Background: an optimization exercise with open tools, aiming at a short achievable clock period and few clock cycles. Do not read the settings as production practice.
Function was checked by simulation only, so behaviour that the tests miss may differ from the original.

==> flow/design.v <==
`timescale 1ns / 1ps
`default_nettype none
package pei_pkg;
	localparam int unsigned VEC_W    = 32;
	localparam int unsigned OP_W     = 2;
	localparam int unsigned NUM_AX   = 3;
	localparam int unsigned CFG_W    = 32;
	localparam int unsigned CFGA_W   = 2;
	localparam int unsigned S_DATA_W = 96;
	localparam int unsigned M_DATA_W = 192;
	localparam int unsigned USER_W   = 2;
	localparam int unsigned RES_W    = M_DATA_W + USER_W;
	localparam logic [OP_W-1:0] OP_ADD_FORCE = 2'd0;
	localparam logic [OP_W-1:0] OP_STEP      = 2'd1;
	localparam logic [OP_W-1:0] OP_LOAD_POS  = 2'd2;
	localparam logic [OP_W-1:0] OP_LOAD_VEL  = 2'd3;
	localparam logic [CFGA_W-1:0] CFG_TIME_STEP = 2'd0;
	localparam logic [CFGA_W-1:0] CFG_DAMPING   = 2'd1;
	localparam logic [CFGA_W-1:0] CFG_INV_MASS  = 2'd2;
	localparam logic [CFGA_W-1:0] CFG_LIFETIME  = 2'd3;
	localparam logic [15:0] RST_TIME_STEP = 16'd1092;
	localparam logic [16:0] RST_DAMPING   = 17'd65536;
	localparam logic [31:0] RST_INV_MASS  = 32'd65536;
	localparam logic [30:0] RST_LIFETIME  = 31'd6553600;
	localparam int unsigned CREDITS = 16;
endpackage
`default_nettype wire
`timescale 1ns / 1ps
`default_nettype none
import pei_pkg::*;
module pei_ctrl (
	input  wire logic             clk,
	input  wire logic             arst_n,
	input  wire logic             s_tvalid,
	output logic                  s_tready,
	output logic                  in_fire,
	input  wire logic             res_v,
	input  wire logic [RES_W-1:0] res_d,
	input  wire logic             m_tready,
	output logic                  m_tvalid,
	output logic [M_DATA_W-1:0]   m_tdata,
	output logic [USER_W-1:0]     m_tuser
);
	localparam int unsigned FD = CREDITS;
	localparam int unsigned PW = 4;   
	logic             rdy_q;
	logic [PW:0]      cnt_q;
	logic [PW:0]      cnt_nx;
	logic             m_fire;
	logic             ov_q;
	logic [RES_W-1:0] od_q;
	logic [RES_W-1:0] mem [FD];
	logic [PW-1:0]    wp_q, rp_q;
	logic [PW:0]      fc_q;
	logic             fifo_ne;
	logic             load;
	logic             push;
	logic             pop;
	assign s_tready = rdy_q;
	assign in_fire  = s_tvalid && rdy_q;
	assign m_fire   = ov_q && m_tready;
	assign cnt_nx   = cnt_q + {{PW{1'b0}}, in_fire} - {{PW{1'b0}}, m_fire};
	assign m_tvalid = ov_q;
	assign m_tdata  = od_q[M_DATA_W-1:0];
	assign m_tuser  = od_q[RES_W-1:M_DATA_W];
	assign fifo_ne = (fc_q != 0);
	assign load    = !ov_q || m_tready;
	assign pop     = load && fifo_ne;
	assign push    = res_v && !(load && !fifo_ne);
	always_ff @(posedge clk or negedge arst_n) begin
		if (!arst_n) begin
			rdy_q <= 1'b1;
			cnt_q <= '0;
			ov_q  <= 1'b0;
			wp_q  <= '0;
			rp_q  <= '0;
			fc_q  <= '0;
		end else begin
			cnt_q <= cnt_nx;
			rdy_q <= (cnt_nx < FD);
			if (load)
				ov_q <= fifo_ne || res_v;
			if (push)
				wp_q <= wp_q + 1'b1;
			if (pop)
				rp_q <= rp_q + 1'b1;
			fc_q <= fc_q + {{PW{1'b0}}, push} - {{PW{1'b0}}, pop};
		end
	end
	always_ff @(posedge clk) begin
		if (load)
			od_q <= fifo_ne ? mem[rp_q] : res_d;
		if (push)
			mem[wp_q] <= res_d;
	end
endmodule
`default_nettype wire
`timescale 1ns / 1ps
`default_nettype none
import pei_pkg::*;
module pei_dp (
	input  wire logic                clk,
	input  wire logic                arst_n,
	input  wire logic                cfg_we,
	input  wire logic [CFGA_W-1:0]   cfg_addr,
	input  wire logic [CFG_W-1:0]    cfg_wdata,
	input  wire logic                in_fire,
	input  wire logic [OP_W-1:0]     in_op,
	input  wire logic [S_DATA_W-1:0] in_vec,
	output logic                     res_v,
	output logic [RES_W-1:0]         res_d
);
	function automatic logic signed [31:0] sat_add32(input logic signed [31:0] a,
		input logic signed [31:0] b);
		logic signed [32:0] s;
		s = {a[31], a} + {b[31], b};
		if (s[32] != s[31])
			sat_add32 = s[32] ? 32'sh80000000 : 32'sh7fffffff;
		else
			sat_add32 = s[31:0];
	endfunction
	function automatic logic signed [31:0] sat35(input logic signed [34:0] r);
		if (!r[34] && (r[33:31] != 3'b000))
			sat35 = 32'sh7fffffff;
		else if (r[34] && (r[33:31] != 3'b111))
			sat35 = 32'sh80000000;
		else
			sat35 = r[31:0];
	endfunction
	function automatic logic signed [31:0] sat49(input logic signed [48:0] r);
		if (!r[48] && (r[47:31] != 17'd0))
			sat49 = 32'sh7fffffff;
		else if (r[48] && (r[47:31] != 17'h1ffff))
			sat49 = 32'sh80000000;
		else
			sat49 = r[31:0];
	endfunction
	logic [15:0] dt_q;
	logic [16:0] damp_q;
	logic [31:0] imass_q;
	logic [30:0] life_cfg_q;
	always_ff @(posedge clk or negedge arst_n) begin
		if (!arst_n) begin
			dt_q       <= RST_TIME_STEP;
			damp_q     <= RST_DAMPING;
			imass_q    <= RST_INV_MASS;
			life_cfg_q <= RST_LIFETIME;
		end else if (cfg_we) begin
			case (cfg_addr)
				CFG_TIME_STEP: dt_q       <= cfg_wdata[15:0];
				CFG_DAMPING:   damp_q     <= cfg_wdata[16:0];
				CFG_INV_MASS:  imass_q    <= cfg_wdata;
				CFG_LIFETIME:  life_cfg_q <= cfg_wdata[30:0];
				default: ;
			endcase
		end
	end
	logic signed [31:0] mpos_q, mneg_q;
	logic signed [50:0] mpos_p, mneg_p;
	assign mpos_p = $signed({2'b00, damp_q, 31'd0}) - $signed({34'd0, damp_q}) + 51'sd32768;
	assign mneg_p = -$signed({2'b00, damp_q, 31'd0}) + 51'sd32767;
	always_ff @(posedge clk) begin
		mpos_q <= sat35(mpos_p[50:16]);
		mneg_q <= sat35(mneg_p[50:16]);
	end
	logic               v0;
	logic [OP_W-1:0]    op0;
	logic signed [31:0] vec0 [NUM_AX];
	always_ff @(posedge clk or negedge arst_n) begin
		if (!arst_n)
			v0 <= 1'b0;
		else
			v0 <= in_fire;
	end
	always_ff @(posedge clk) begin
		op0 <= in_op;
		for (int i = 0; i < NUM_AX; i++)
			vec0[i] <= in_vec[32*i +: 32];
	end
	logic signed [31:0] frc_q [NUM_AX];
	logic signed [31:0] life_q;
	logic               alive_q;
	logic signed [32:0] life_diff;
	logic signed [31:0] life_nx;
	logic               f_add, f_step, f_lp, f_lv;
	assign f_add  = v0 && (op0 == OP_ADD_FORCE);
	assign f_step = v0 && (op0 == OP_STEP) && alive_q;
	assign f_lp   = v0 && (op0 == OP_LOAD_POS);
	assign f_lv   = v0 && (op0 == OP_LOAD_VEL);
	assign life_diff = {life_q[31], life_q} - $signed({17'd0, dt_q});
	assign life_nx   = (life_diff[32] != life_diff[31]) ? 32'sh80000000 : life_diff[31:0];
	always_ff @(posedge clk or negedge arst_n) begin
		if (!arst_n) begin
			for (int i = 0; i < NUM_AX; i++)
				frc_q[i] <= '0;
			life_q  <= '0;
			alive_q <= 1'b0;
		end else begin
			if (f_add)
				for (int i = 0; i < NUM_AX; i++)
					frc_q[i] <= sat_add32(frc_q[i], vec0[i]);
			if (f_step || f_lp)
				for (int i = 0; i < NUM_AX; i++)
					frc_q[i] <= '0;
			if (f_lp) begin
				life_q  <= {1'b0, life_cfg_q};
				alive_q <= 1'b1;
			end
			if (f_step) begin
				life_q  <= life_nx;
				alive_q <= (life_nx > 0);
			end
		end
	end
	logic [9:1] v_q, st_q, lp_q, lv_q;
	logic [9:1] al_q;
	logic signed [31:0] vec_q [9:1][NUM_AX];
	always_ff @(posedge clk or negedge arst_n) begin
		if (!arst_n) begin
			v_q  <= '0;
			st_q <= '0;
			lp_q <= '0;
			lv_q <= '0;
		end else begin
			v_q  <= {v_q[8:1], v0};
			st_q <= {st_q[8:1], f_step};
			lp_q <= {lp_q[8:1], f_lp};
			lv_q <= {lv_q[8:1], f_lv};
		end
	end
	always_ff @(posedge clk) begin
		al_q <= {al_q[8:1], (f_lp || (f_step ? (life_nx > 0) : alive_q))};
		for (int i = 0; i < NUM_AX; i++) begin
			vec_q[1][i] <= vec0[i];
			for (int s = 2; s <= 9; s++)
				vec_q[s][i] <= vec_q[s-1][i];
		end
	end
	logic signed [31:0] f1   [NUM_AX];
	logic signed [48:0] alo2 [NUM_AX];
	logic signed [48:0] ahi2 [NUM_AX];
	logic               fn2  [NUM_AX];
	logic signed [31:0] acc3 [NUM_AX];
	logic signed [48:0] pb4  [NUM_AX];
	logic               an4  [NUM_AX];
	logic signed [31:0] k5   [NUM_AX];
	logic signed [31:0] k6   [NUM_AX];
	logic signed [49:0] kd6  [NUM_AX];
	logic signed [64:0] pa   [NUM_AX];
	logic signed [48:0] pbr  [NUM_AX];
	always_comb begin
		for (int i = 0; i < NUM_AX; i++) begin
			pa[i]  = $signed({ahi2[i], 16'd0}) + $signed({{16{alo2[i][48]}}, alo2[i]})
			       + 65'sd32767 + $signed({64'd0, !fn2[i]});
			pbr[i] = pb4[i] + 49'sd32767 + $signed({48'd0, !an4[i]});
		end
	end
	always_ff @(posedge clk) begin
		for (int i = 0; i < NUM_AX; i++) begin
			f1[i]   <= frc_q[i];
			alo2[i] <= $signed(f1[i]) * $signed({1'b0, imass_q[15:0]});
			ahi2[i] <= $signed(f1[i]) * $signed({1'b0, imass_q[31:16]});
			fn2[i]  <= f1[i][31];
			acc3[i] <= sat49(pa[i][64:16]);
			pb4[i]  <= $signed(acc3[i]) * $signed({1'b0, dt_q});
			an4[i]  <= acc3[i][31];
			k5[i]   <= sat49({{16{pbr[i][48]}}, pbr[i][48:16]});
			k6[i]   <= k5[i];
			kd6[i]  <= $signed(k5[i]) * $signed({1'b0, damp_q}) + 50'sd32767;
		end
	end
	logic signed [31:0] vel_q [NUM_AX];
	logic signed [32:0] vs    [NUM_AX];
	logic signed [50:0] vp    [NUM_AX];
	logic signed [31:0] vstep [NUM_AX];
	always_comb begin
		for (int i = 0; i < NUM_AX; i++) begin
			vs[i] = {vel_q[i][31], vel_q[i]} + {k6[i][31], k6[i]};
			vp[i] = $signed(vel_q[i]) * $signed({1'b0, damp_q}) + kd6[i] + $signed({50'd0, !vs[i][32]});
			if (vs[i][32:31] == 2'b01)
				vstep[i] = mpos_q;
			else if (vs[i][32:31] == 2'b10)
				vstep[i] = mneg_q;
			else
				vstep[i] = sat35(vp[i][50:16]);
		end
	end
	always_ff @(posedge clk or negedge arst_n) begin
		if (!arst_n) begin
			for (int i = 0; i < NUM_AX; i++)
				vel_q[i] <= '0;
		end else begin
			for (int i = 0; i < NUM_AX; i++) begin
				if (st_q[6])
					vel_q[i] <= vstep[i];
				else if (lv_q[6])
					vel_q[i] <= vec_q[6][i];
			end
		end
	end
	logic signed [48:0] w8  [NUM_AX];
	logic               vn8 [NUM_AX];
	logic signed [31:0] w9  [NUM_AX];
	logic signed [31:0] vo8 [NUM_AX];
	logic signed [31:0] vo9 [NUM_AX];
	logic signed [31:0] vo10 [NUM_AX];
	logic signed [48:0] wr  [NUM_AX];
	always_comb begin
		for (int i = 0; i < NUM_AX; i++)
			wr[i] = w8[i] + 49'sd32767 + $signed({48'd0, !vn8[i]});
	end
	always_ff @(posedge clk) begin
		for (int i = 0; i < NUM_AX; i++) begin
			w8[i]   <= $signed(vel_q[i]) * $signed({1'b0, dt_q});
			vn8[i]  <= vel_q[i][31];
			vo8[i]  <= vel_q[i];
			w9[i]   <= sat49({{16{wr[i][48]}}, wr[i][48:16]});
			vo9[i]  <= vo8[i];
			vo10[i] <= vo9[i];
		end
	end
	logic signed [31:0] pos_q [NUM_AX];
	logic               v10, al10;
	always_ff @(posedge clk or negedge arst_n) begin
		if (!arst_n) begin
			for (int i = 0; i < NUM_AX; i++)
				pos_q[i] <= '0;
			v10 <= 1'b0;
		end else begin
			for (int i = 0; i < NUM_AX; i++) begin
				if (st_q[9])
					pos_q[i] <= sat_add32(pos_q[i], w9[i]);
				else if (lp_q[9])
					pos_q[i] <= vec_q[9][i];
			end
			v10 <= v_q[9];
		end
	end
	always_ff @(posedge clk)
		al10 <= al_q[9];
	assign res_v = v10;
	assign res_d = {(pos_q[1][31] || (pos_q[1] == 0)), al10,
		vo10[2], vo10[1], vo10[0], pos_q[2], pos_q[1], pos_q[0]};
endmodule
`default_nettype wire
`timescale 1ns / 1ps
`default_nettype none
import pei_pkg::*;
module particle_euler_integrator (
	input  wire logic                clk,
	input  wire logic                arst_n,
	input  wire logic                cfg_we,
	input  wire logic [CFGA_W-1:0]   cfg_addr,    
	input  wire logic [CFG_W-1:0]    cfg_wdata,
	input  wire logic                s_tvalid,
	output logic                     s_tready,
	input  wire logic [S_DATA_W-1:0] s_tdata,     
	input  wire logic [USER_W-1:0]   s_tuser,     
	output logic                     m_tvalid,
	input  wire logic                m_tready,
	output logic [M_DATA_W-1:0]      m_tdata,     
	output logic [USER_W-1:0]        m_tuser      
);
	logic             in_fire;
	logic             res_v;
	logic [RES_W-1:0] res_d;
	pei_ctrl u_ctrl (
		.clk      (clk),
		.arst_n   (arst_n),
		.s_tvalid (s_tvalid),
		.s_tready (s_tready),
		.in_fire  (in_fire),
		.res_v    (res_v),
		.res_d    (res_d),
		.m_tready (m_tready),
		.m_tvalid (m_tvalid),
		.m_tdata  (m_tdata),
		.m_tuser  (m_tuser)
	);
	pei_dp u_dp (
		.clk       (clk),
		.arst_n    (arst_n),
		.cfg_we    (cfg_we),
		.cfg_addr  (cfg_addr),
		.cfg_wdata (cfg_wdata),
		.in_fire   (in_fire),
		.in_op     (s_tuser),
		.in_vec    (s_tdata),
		.res_v     (res_v),
		.res_d     (res_d)
	);
endmodule
`default_nettype wire
==> flow/run.sh <==
#!/bin/bash
# synth_recipe.tcl (not shown) runs the flow's synth.tcl, then flattens the netlist and writes it again
# the make line also repeats each setting of config.mk as NAME=value (left out here)
make -C /OpenROAD-flow-scripts/flow DESIGN_CONFIG=/design/flow/config.mk WORK_HOME=/design/flow/orfs CLKGATE_MAP_FILE= SYNTH_SCRIPT=/design/flow/synth_recipe.tcl finish
==> flow/config.mk <==
export PLATFORM = sky130hd
export DESIGN_NAME = particle_euler_integrator
export DESIGN_NICKNAME = particle_euler_integrator
export VERILOG_FILES = /design/flow/design.v
export SDC_FILE = /design/flow/constraint.sdc
export NUM_CORES = 4
export LEC_CHECK = 0
export ABC_CLOCK_PERIOD_IN_PS = 3500
export CAP_MARGIN = 20
export CORE_MARGIN = 2
export CORE_UTILIZATION = 40
export SETUP_SLACK_MARGIN = 5
export SLEW_MARGIN = 20
export TNS_END_PERCENT = 100
==> flow/constraint.sdc <==
create_clock -name core_clock -period 10.0 [get_ports {clk}]
set_input_delay 2.0000 -clock core_clock [delete_from_list [all_inputs] [get_ports {clk}]]
set_output_delay 2.0000 -clock core_clock [all_outputs]
set_load 0.01 [all_outputs]
==> flow_summary.json <==
{
  "run_status": "failed layout checks",
  "failed_checks": "negative setup slack",
  "synthDistinctLibCells": 116,
  "slew_viol_final": 0,
  "fp.dieW_mm": 1.18,
  "yosys.area.top_type": "fa_1",
  "grt_pass1_vias": 379000,
  "clockBufferDepth": 5,
  "max_stage_delay_ns": 0.53,
  "nNetsFinal": 62600,
  "drc": 0,
  "ys.flop_type": "edfxtp_1",
  "skew_ns": 0.150,
  "cp_data_required_time_ns": 11.03,
  "worst-path-max-fanout": 8,
  "placeableCoreArea_um2": 1380000,
  "cts_tree": "done",
  "dieArea_um2": 1390000,
  "finalCritPeriodShare_pct": 102,
  "muxShareOfSynthArea_pct": 4.87,
  "clk_latency_ns": 1.23,
  "viasPerCell": 5.12,
  "layout_setup_ws_ns": -0.218,
  "final_cells": 69700,
  "drive_above_1_share_pct": 8.88,
  "cpMaxStageDelayCell": "fa_1",
  "cts_sinks": 6304,
  "synth_top_area_share_pct": 32.7,
  "hold_path.class": "reg2reg",
  "top_level_ports": 333,
  "yosys_warnings": 29,
  "cts_buffers": 703,
  "yosys.area_share.simple_pct": 10.9,
  "async_flop_share_pct": 7.49,
  "setup_viol": 34,
  "grt_max_degree": 130,
  "cts.htree.levels": 6,
  "dp_hpwl_mm": 1180,
  "clockRootBuffer": "clkbuf_16",
  "drtPass1Iterations": 7,
  "gp_congestion": 0.949,
  "port_buffers": 332,
  "die_y_mm": 1.18,
  "synth_xor_area_share_pct": 2.36,
  "postCtsHoldBufs": 0,
  "place_inst": 68200,
  "endpoint_kind": "flip-flop",
  "synth-edff-count": 3298,
  "area_delta_synth_final_pct": 10.6,
  "rows": 431,
  "tightest_slew_ns": 1.32,
  "cap_viol_max_count": 0,
  "antenna_found_initial": 174,
  "min_period_ns": 10.22,
  "initial_utilization_pct": 40.1,
  "crit_buf_inv": 10,
  "grtUsageTotal_pct": 22.8,
  "worstSetupStartpointType": "flip-flop",
  "syn_area_per_cell_um2": 10.9,
  "final_core_util_pct": 44.3,
  "drt-total-wl_mm": 1580,
  "reg2reg_slack_ns": -0.22,
  "placed_area_um2": 582000,
  "finalSetupTns_ns": -3.55,
  "arrival_ns": 11.24,
  "synth_adder_area_share_pct": 39.1,
  "ant_nets": 0,
  "yosysSeqAreaShare_pct": 29.2,
  "synth.cell_area_um2": 552000,
  "crit_path_frequent_cell": "fa_1",
  "synth-compound-area-share_pct": 4.94,
  "synth_nets": 62400,
  "wl_per_cell_um": 22.7,
  "max-slew-margin-rel_pct": 12.2,
  "synth_top_family_by_area": "adder cells",
  "syn_inst": 50500,
  "synthTopCellsByArea": "fa_1 33%, edfxtp_1 18%, dfxtp_1 9.2%",
  "vias": 357000,
  "ys_ff_latch": 6304,
  "grt_first_pass_wirelength_mm": 2410,
  "critPathTopFamily": "adder cells",
  "timing.final.hold_violations": 0,
  "grt_overflow_total": 0,
  "worst-setup-path-type": "reg2reg",
  "finish.instance_area_um2": 611000,
  "first_iter_violations": 27200,
  "fmaxAchievable_mhz": 97.9,
  "path_clk_slew_ns": 0.07,
  "grt_setup_unrepaired": "true"
}
==> Yosys cell counts, types with 185 or more instances <==
| cell type | number |
|---|---|
| mux4_2 | 970 |
| a21o_1 | 678 |
| mux2_2 | 284 |
| o21ai_0 | 806 |
| nand2b_1 | 185 |
| inv_1 | 10200 |
| edfxtp_1 | 3298 |
| a21oi_1 | 1218 |
| xor2_1 | 442 |
| nand3_1 | 256 |
| xnor2_1 | 1048 |
| ha_1 | 2795 |
| and2_1 | 3831 |
| nand2_1 | 6388 |
| clkbuf_1 | 2204 |
| nor2b_1 | 231 |
| o21a_1 | 188 |
| fa_1 | 9036 |
| nor2_1 | 860 |
| dfrtp_1 | 463 |
| mux2i_1 | 186 |
| dfxtp_1 | 2534 |
==> registers in the layout, summed over array words and instances, names as in the netlist, 147 cells and up <==
| signal | cells |
|---|---|
| u_dp.w8 | 147 |
| u_dp.kd6 | 150 |
| u_dp.alo2 | 147 |
| u_dp.pb4 | 147 |
| u_ctrl.mem | 3104 |
| u_dp.vec_q | 864 |
| u_dp.ahi2 | 147 |
| u_ctrl.od_q | 194 |
==> layout make-up <==
class | count | area [um^2]
repair buffers | 1780 | 16700
well taps | 18400 | 23000
clock buffers | 940 | 19700
diodes | 88 | 220
fillers | 129000 | 767000
multi-input cells | 31600 | 346000
inverters | 10200 | 38400
flip-flops and latches | 6304 | 162000
clock inverters | 364 | 4640
==> placed cells by master, fill, tap and decap left out, drive strengths merged, types with 327 or more instances in the layout <==
cell	n
mux4	970
edfxtp	3298
xor2	442
nor2	861
ha	2795
clkdlybuf4s50	327
dfrtp	463
xnor2	1048
a21o	678
dfxtp	2534
and2	3833
o21ai	873
a21oi	1223
buf	1445
inv	10300
fa	9036
clkbuf	945
nand2	6388
==> per-stage QoR <==
stage / setup slack [ns] / hold slack [ns]
6_report: -0.218 / 0.257
5_1_grt: -0.457 / 0.261
4_1_cts: -0.0247 / 0.249
3_5_place_dp: -0.328 / 0.312
3_3_place_gp: -0.371 / 0.310
2_1_floorplan: 0.633 / 0.310
==> timing repair <==
action / CTS / global route
pin swaps: 170 / 187
cloned: 13 / 3
setup endpoints to repair: 1066 / 1160
buffers inserted: 80 / 44
resized for setup: 398 / 224
==> kinds of logic (layout without fill, tap and decap cells) <==
family,count (synthesis),in the layout
AOI/OAI and AO/OA,4236,4237
DFF,6304,6304
buffers and inverters,12600,13300
xor gates and xnor gates,1490,1490
adders and majority gates,11800,11800
and+or+nand+nor,12600,12600
other,0,88
muxes,1441,1441
==> layer usage <==
layer,track usage (%),routed length (um),vias to the layer above,part of all wire (%)
met4,6.22,48700,38,3.1
met3,4.66,131000,1939,8.3
met2,36.4,720000,11900,46
met5,0,439,-,0.028
met1,31.8,680000,186000,43
li1,-,-,157000,-
==> final timing paths <==
check	endpoint	from	cells after the start
setup / recovery	u_dp.vel_q[1][10]$_DFFE_PN0P_	u_dp.damp_q[4]$_DFFE_PN0P_	43
hold / removal	u_dp.vo10[2][14]$_DFF_P_	u_dp.vo9[2][14]$_DFF_P_	0
setup reg to reg	u_dp.vel_q[1][10]$_DFFE_PN0P_	u_dp.damp_q[4]$_DFFE_PN0P_	43
hold reg to reg	u_dp.vo10[2][14]$_DFF_P_	u_dp.vo9[2][14]$_DFF_P_	0
max in group asynchronous	u_dp.v0$_DFF_PN0_	arst_n	3
min in group asynchronous	u_dp.frc_q[1][4]$_DFFE_PN0P_	arst_n	1
Testbench counts, summed over its fixed seeds: cycles 3,296.

port drivers added, routing unchanged:
The flow's constraints put no driver on any port. The routed layout listed below was extracted and timed again, unchanged, in two steps. Step 1 sets driving cells, clkbuf_16 on the clock port and buf_2 on the other inputs (assumed; they add their load-dependent delay and slew). Step 2 also shifts input and output timing later by t, the mid clock arrival at the registers, as if the neighbouring blocks saw the same clock. a / b / c = no drivers / after step 1 / after step 2; a / b = the first two.
t, ns: 1.332
setup slack, ns: -0.218 / -0.218 / -0.218
latest minus earliest clock arrival (ns): 0.157 / 0.156
For this run, drivers alone change the setup slack by 0.000 ns; drivers and shift together by 0.000 ns.
